Context: an optimization exercise on an open-source flow, tuned for small area. The choices shown serve that exercise and are no tape-out recipe.
The RTL was checked by simulation tests, not by an equivalence proof against the original design.

==> inputs of run a <==
==> flow/design.v <==
module stage_scoreboard #(
    parameter int NUM_CH   = 8,
    parameter int WIDTH    = 64,
    parameter int DEPTH    = 4,
    parameter int HLT_SKEW = 16,
    parameter int TIMEOUT  = 3000
) (
    input  logic                    clk,
    input  logic                    rst_n,
    input  logic [NUM_CH-1:0]       dut_valid,
    input  logic [NUM_CH*WIDTH-1:0] dut_data,
    input  logic [NUM_CH-1:0]       ref_valid,
    input  logic [NUM_CH*WIDTH-1:0] ref_data,
    input  logic                    dut_hlt,
    input  logic                    ref_hlt,
    output logic [NUM_CH-1:0]       mismatch,
    output logic [15:0]             err_count,
    output logic                    first_err_valid,
    output logic [3:0]              first_err_ch,
    output logic [WIDTH-1:0]        first_err_dut,
    output logic [WIDTH-1:0]        first_err_ref,
    output logic [NUM_CH-1:0]       overflow,
    output logic                    hlt_mismatch,
    output logic                    done,
    output logic                    timeout
);
    localparam int AW = $clog2(DEPTH);
    localparam int CW = AW + 1;
    localparam int TW = $clog2(TIMEOUT + 1);
    localparam int SW = $clog2(HLT_SKEW + 1);
    logic [WIDTH-1:0]  mem      [NUM_CH][DEPTH];
    logic [AW-1:0]     rp       [NUM_CH];
    logic [CW-1:0]     lcnt     [NUM_CH];    
    logic [NUM_CH-1:0] side;                 
    logic [NUM_CH-1:0] pend;                 
    logic [NUM_CH-1:0] pdiff;                
    logic [AW-1:0]     rp_nx    [NUM_CH];
    logic [AW-1:0]     wp       [NUM_CH];
    logic [CW-1:0]     lcnt_nx  [NUM_CH];
    logic [WIDTH-1:0]  wdata    [NUM_CH];
    logic [WIDTH-1:0]  pl       [NUM_CH];    
    logic [WIDTH-1:0]  pg       [NUM_CH];    
    logic [WIDTH-1:0]  px       [NUM_CH];    
    logic [DEPTH:0]    hsel     [NUM_CH];
    logic [NUM_CH-1:0] below;
    logic [NUM_CH-1:0] onehot;
    logic [NUM_CH-1:0] we;
    logic [NUM_CH-1:0] side_nx;
    logic [NUM_CH-1:0] pend_nx;
    logic [NUM_CH-1:0] pdiff_nx;
    logic [NUM_CH-1:0] drop;
    logic [WIDTH-1:0]  st_l;                 
    logic [WIDTH-1:0]  st_g;                 
    logic [WIDTH-1:0]  sel_l;
    logic [WIDTH-1:0]  sel_g;
    logic              low_side;
    logic [4:0]        diff_pc;
    logic [3:0]        low_ch;
    logic [16:0]       err_sum;
    logic              all_empty_nx;
    logic              hs_d;
    logic              hs_r;
    logic              hs_d_nx;
    logic              hs_r_nx;
    logic              done_nx;
    logic [SW-1:0]     skew_cnt;
    logic [TW-1:0]     t_cnt;
    always_comb begin
        for (int i = 0; i < NUM_CH; i++) begin
            logic             lead_v, lag_v, full, lead_push, swap, byp;
            logic [CW-1:0]    rest, l1;
            lead_v    = side[i] ? ref_valid[i] : dut_valid[i];
            lag_v     = side[i] ? dut_valid[i] : ref_valid[i];
            rest      = lcnt[i] - CW'(pend[i]);
            full      = (rest == CW'(DEPTH));
            lead_push = lead_v && !full;
            drop[i]   = lead_v && full;
            l1        = rest + CW'(lead_push);
            swap      = lag_v && (l1 == '0);
            pend_nx[i] = lag_v && (l1 != '0);
            lcnt_nx[i] = swap ? CW'(1) : l1;
            side_nx[i] = side[i] ^ swap;
            we[i]      = lead_push || swap;
            wp[i]      = rp[i] + AW'(lcnt[i]);
            rp_nx[i]   = rp[i] + AW'(pend[i]);
            byp        = (rest == '0);
            for (int k = 0; k < DEPTH; k++) hsel[i][k] = !byp && (rp_nx[i] == AW'(k));
            hsel[i][DEPTH] = byp;
        end
    end
    for (genvar i = 0; i < NUM_CH; i++) begin : g_ch
        for (genvar b = 0; b < WIDTH; b++) begin : g_bit
            ssb_bit u_bit (
                .m0  (mem[i][0][b]),
                .m1  (mem[i][1][b]),
                .m2  (mem[i][2][b]),
                .m3  (mem[i][3][b]),
                .d   (dut_data[i*WIDTH+b]),
                .r   (ref_data[i*WIDTH+b]),
                .hs  (hsel[i]),
                .ws  (side_nx[i]),
                .gs  (side_nx[i]),
                .w   (wdata[i][b]),
                .l   (pl[i][b]),
                .g   (pg[i][b]),
                .x   (px[i][b])
            );
        end
    end
    always_comb begin
        for (int i = 0; i < NUM_CH; i++) pdiff_nx[i] = pend_nx[i] && (px[i] != '0);
    end
    always_comb begin
        below = '0;
        for (int i = 1; i < NUM_CH; i++) below[i] = below[i-1] | pdiff_nx[i-1];
        onehot = pdiff_nx & ~below;
    end
    for (genvar b = 0; b < WIDTH; b++) begin : g_sel
        logic [NUM_CH-1:0] lv, gv;
        for (genvar i = 0; i < NUM_CH; i++) begin : g_pack
            assign lv[i] = pl[i][b];
            assign gv[i] = pg[i][b];
        end
        ssb_sel8 u_sl (.v(lv), .s(onehot), .y(sel_l[b]));
        ssb_sel8 u_sg (.v(gv), .s(onehot), .y(sel_g[b]));
    end
    always_comb begin
        diff_pc      = '0;
        low_ch       = '0;
        low_side     = 1'b0;
        all_empty_nx = 1'b1;
        for (int i = NUM_CH - 1; i >= 0; i--) begin
            diff_pc = diff_pc + 5'(pdiff[i]);
            if (pdiff[i]) begin
                low_ch   = 4'(i);
                low_side = side[i];
            end
            if (lcnt_nx[i] != '0) all_empty_nx = 1'b0;
        end
        err_sum = {1'b0, err_count} + 17'(diff_pc);
        hs_d_nx = hs_d | dut_hlt;
        hs_r_nx = hs_r | ref_hlt;
        done_nx = done | (hs_d_nx & hs_r_nx & all_empty_nx);
    end
    always_ff @(posedge clk) begin
        for (int i = 0; i < NUM_CH; i++) begin
            for (int k = 0; k < DEPTH; k++) begin
                if (we[i] && (wp[i] == AW'(k))) mem[i][k] <= wdata[i];
            end
        end
        st_l <= sel_l;
        st_g <= sel_g;
    end
    always_ff @(posedge clk) begin
        if (!rst_n) begin
            for (int i = 0; i < NUM_CH; i++) begin
                rp[i]   <= '0;
                lcnt[i] <= '0;
            end
            side     <= '0;
            pend     <= '0;
            pdiff    <= '0;
            overflow <= '0;
        end else begin
            for (int i = 0; i < NUM_CH; i++) begin
                rp[i]   <= rp_nx[i];
                lcnt[i] <= lcnt_nx[i];
            end
            side     <= side_nx;
            pend     <= pend_nx;
            pdiff    <= pdiff_nx;
            overflow <= overflow | drop;
        end
    end
    always_ff @(posedge clk) begin
        if (!rst_n) begin
            mismatch        <= '0;
            err_count       <= '0;
            first_err_valid <= 1'b0;
            first_err_ch    <= '0;
            first_err_dut   <= '0;
            first_err_ref   <= '0;
        end else begin
            mismatch <= pdiff;
            if (err_sum[16]) err_count <= 16'hFFFF;
            else             err_count <= err_sum[15:0];
            if (!first_err_valid && (pdiff != '0)) begin
                first_err_valid <= 1'b1;
                first_err_ch    <= low_ch;
                first_err_dut   <= ~(low_side ? st_g : st_l);
                first_err_ref   <= ~(low_side ? st_l : st_g);
            end
        end
    end
    always_ff @(posedge clk) begin
        if (!rst_n) begin
            hs_d         <= 1'b0;
            hs_r         <= 1'b0;
            skew_cnt     <= '0;
            hlt_mismatch <= 1'b0;
            done         <= 1'b0;
        end else begin
            hs_d <= hs_d_nx;
            hs_r <= hs_r_nx;
            done <= done_nx;
            if ((hs_d ^ hs_r) && (skew_cnt != SW'(HLT_SKEW))) begin
                skew_cnt <= skew_cnt + SW'(1);
                if (skew_cnt == SW'(HLT_SKEW - 1)) begin
                    hlt_mismatch <= 1'b1;
                end
            end
        end
    end
    always_ff @(posedge clk) begin
        if (!rst_n) begin
            t_cnt   <= '0;
            timeout <= 1'b0;
        end else if (t_cnt != TW'(TIMEOUT)) begin
            t_cnt <= t_cnt + TW'(1);
            if ((t_cnt == TW'(TIMEOUT - 1)) && !done_nx) begin
                timeout <= 1'b1;
            end
        end
    end
endmodule
module ssb_bit (
    input  logic       m0,
    input  logic       m1,
    input  logic       m2,
    input  logic       m3,
    input  logic       d,
    input  logic       r,
    input  logic [4:0] hs,
    input  logic       ws,
    input  logic       gs,
    output logic       w,
    output logic       l,
    output logic       g,
    output logic       x
);
    ssb_mux2i u_w (.a(d), .b(r), .s(ws), .y(w));
    ssb_mux2i u_g (.a(r), .b(d), .s(gs), .y(g));
    ssb_ao5   u_l (.v({w, m3, m2, m1, m0}), .s(hs), .y(l));
    assign x = l ^ g;
endmodule
module ssb_mux2i (
    input  logic a,
    input  logic b,
    input  logic s,
    output logic y
);
    assign y = !(s ? b : a);
endmodule
module ssb_ao5 (
    input  logic [4:0] v,
    input  logic [4:0] s,
    output logic       y
);
    assign y = |(v & s);
endmodule
module ssb_sel8 (
    input  logic [7:0] v,
    input  logic [7:0] s,
    output logic       y
);
    assign y = |(v & s);
endmodule
==> flow/flow/run.sh <==
#!/bin/bash
# Own layout flow: the standard flow (standard.sh, unchanged synthesis,
# floorplan, power grid and tap cells), with two changes to how the layout
# is made:
#  - every input and output port still gets a buffer, but a buf_1 instead of
#    the default clkdlybuf4s50_1 delay cell;
#  - clock tree synthesis inserts no dummy loads.
# make's full output goes to flow.log in the folder this runs in; the ORFS
# tools' own logs stay under orfs/logs/.
set -euo pipefail
bash standard.sh \
    "BUFFER_PORTS_ARGS=-buffer_cell sky130_fd_sc_hd__buf_1" \
    "CTS_ARGS=-sink_clustering_enable -repair_clock_nets -dont_use_dummy_load" \
    finish > flow.log 2>&1
==> flow/standard.sh <==
#!/bin/bash
# synth_recipe.tcl (not shown) runs the flow's synth.tcl, then flattens the netlist and writes it again
# the make line also repeats each setting of config.mk as NAME=value (left out here)
make -C /OpenROAD-flow-scripts/flow DESIGN_CONFIG=/design/flow/config.mk WORK_HOME=/design/flow/orfs CLKGATE_MAP_FILE= SYNTH_SCRIPT=/design/flow/synth_recipe.tcl "${@:-finish}"
==> flow/config.mk <==
export PLATFORM = sky130hd
export DESIGN_NAME = stage_scoreboard
export DESIGN_NICKNAME = stage_scoreboard
export VERILOG_FILES = /design/flow/design.v
export SDC_FILE = /design/flow/constraint.sdc
export NUM_CORES = 4
export LEC_CHECK = 0
export CAP_MARGIN = 20
export CORE_MARGIN = 2
export CORE_UTILIZATION = 55
export SLEW_MARGIN = 30
export SYNTH_HIERARCHICAL = 1
==> flow/constraint.sdc <==
create_clock -name core_clock -period 8.0 [get_ports {clk}]
set_input_delay 1.6000 -clock core_clock [delete_from_list [all_inputs] [get_ports {clk}]]
set_output_delay 1.6000 -clock core_clock [all_outputs]
set_load 0.01 [all_outputs]
==> run b (differences from run a) <==
--- a/flow/design.v
+++ b/flow/design.v
@@ -47,4 +47,6 @@
     logic [NUM_CH-1:0] we;
     logic [NUM_CH-1:0] side_nx;
+    logic [NUM_CH-1:0] wsel;
+    logic [NUM_CH-1:0] gsel;
     logic [NUM_CH-1:0] pend_nx;
     logic [NUM_CH-1:0] pdiff_nx;
@@ -68,21 +70,32 @@
     always_comb begin
         for (int i = 0; i < NUM_CH; i++) begin
-            logic             lead_v, lag_v, full, lead_push, swap, byp;
-            logic [CW-1:0]    rest, l1;
-            lead_v    = side[i] ? ref_valid[i] : dut_valid[i];
-            lag_v     = side[i] ? dut_valid[i] : ref_valid[i];
+            logic             dv, rv, byp, lead_v, lag_v, full, push;
+            logic [CW-1:0]    rest;
+            dv        = dut_valid[i];
+            rv        = ref_valid[i];
+            byp       = pend[i] ? (lcnt[i] == CW'(1)) : (lcnt[i] == '0);
             rest      = lcnt[i] - CW'(pend[i]);
-            full      = (rest == CW'(DEPTH));
-            lead_push = lead_v && !full;
-            drop[i]   = lead_v && full;
-            l1        = rest + CW'(lead_push);
-            swap      = lag_v && (l1 == '0);
-            pend_nx[i] = lag_v && (l1 != '0);
-            lcnt_nx[i] = swap ? CW'(1) : l1;
-            side_nx[i] = side[i] ^ swap;
-            we[i]      = lead_push || swap;
+            full      = !pend[i] && (lcnt[i] == CW'(DEPTH));
+            lead_v    = side[i] ? rv : dv;
+            lag_v     = side[i] ? dv : rv;
+            if (byp) begin
+                push       = dv || rv;
+                drop[i]    = 1'b0;
+                pend_nx[i] = dv && rv;
+                side_nx[i] = dv ? 1'b0 : (rv ? 1'b1 : side[i]);
+                wsel[i]    = !dv;
+                gsel[i]    = 1'b0;
+            end else begin
+                push       = lead_v && !full;
+                drop[i]    = lead_v && full;
+                pend_nx[i] = lag_v;
+                side_nx[i] = side[i];
+                wsel[i]    = side[i];
+                gsel[i]    = side[i];
+            end
+            lcnt_nx[i] = rest + CW'(push);
+            we[i]      = push;
             wp[i]      = rp[i] + AW'(lcnt[i]);
             rp_nx[i]   = rp[i] + AW'(pend[i]);
-            byp        = (rest == '0);
             for (int k = 0; k < DEPTH; k++) hsel[i][k] = !byp && (rp_nx[i] == AW'(k));
             hsel[i][DEPTH] = byp;
@@ -99,6 +112,6 @@
                 .r   (ref_data[i*WIDTH+b]),
                 .hs  (hsel[i]),
-                .ws  (side_nx[i]),
-                .gs  (side_nx[i]),
+                .ws  (wsel[i]),
+                .gs  (gsel[i]),
                 .w   (wdata[i][b]),
                 .l   (pl[i][b]),
==> flow/flow/run.sh (replaced) <==
#!/bin/bash
# Own layout flow: the standard flow (standard.sh, unchanged synthesis,
# floorplan, power grid and tap cells), with two changes to how the layout
# is made:
#  - every input and output port still gets a buffer, but a buf_1 instead of
#    the default clkdlybuf4s50_1 delay cell;
#  - clock tree synthesis inserts no dummy loads and clusters up to 26
#    flip-flops (within 90 um) under each leaf buffer.
# make's full output goes to flow.log in the folder this runs in; the ORFS
# tools' own logs stay under orfs/logs/.
set -euo pipefail
bash standard.sh \
    "BUFFER_PORTS_ARGS=-buffer_cell sky130_fd_sc_hd__buf_1" \
    "CTS_ARGS=-sink_clustering_enable -repair_clock_nets -dont_use_dummy_load -sink_clustering_size 26 -sink_clustering_max_diameter 90" \
    finish > flow.log 2>&1
Settings changed: CORE_UTILIZATION 55 to 60.
==> notes <==
- Run a finished with max-capacitance violations, max-slew violations, negative setup slack left. Run b produced a clean layout.
- Worst setup slack: run a is lower than run b (0.39 ns).
- Between run b and run a, the lower non-clock buffer count is in run b (gap 451).
- Of run b and run a, run a has the higher clock-buffer cell count (gap 130).
- In run a the die area is larger than in run b, by about 8%.
- In run b the synthesized area is higher than in run a, by 0.83%.

==> separate check: timing with driven ports <==
The results above use ideal ports. As a check the final layouts listed here were re-extracted and re-timed, cells and wires unchanged.
Step 1 sets driving cells, clkbuf_16 on the clock port and buf_2 on the other inputs (assumed; they add their load-dependent delay and slew).
Step 2 times the ports against the registers' clock, not the clock port: input delays grow and output delays shrink by t, the midpoint of the rising clock arrivals with the driver on.
a / b / c = ideal / step 1 / step 2; a / b = the first two.
run | shift t [ns] | setup WS [ns] | worst slew at a driven data input, ns | cell pins on the clock port's net
run a | 0.994 | -0.058 / -0.021 / -1.003 | 0.51 | 1
run b | 0.915 | 0.329 / 0.329 / -0.128 | 0.42 | 1
With both steps, setup timing fails in run b, where it was met with ideal ports. The setup slack of run a, which loses most, moves by +0.037 ns with the drivers and by -0.945 ns with both steps.
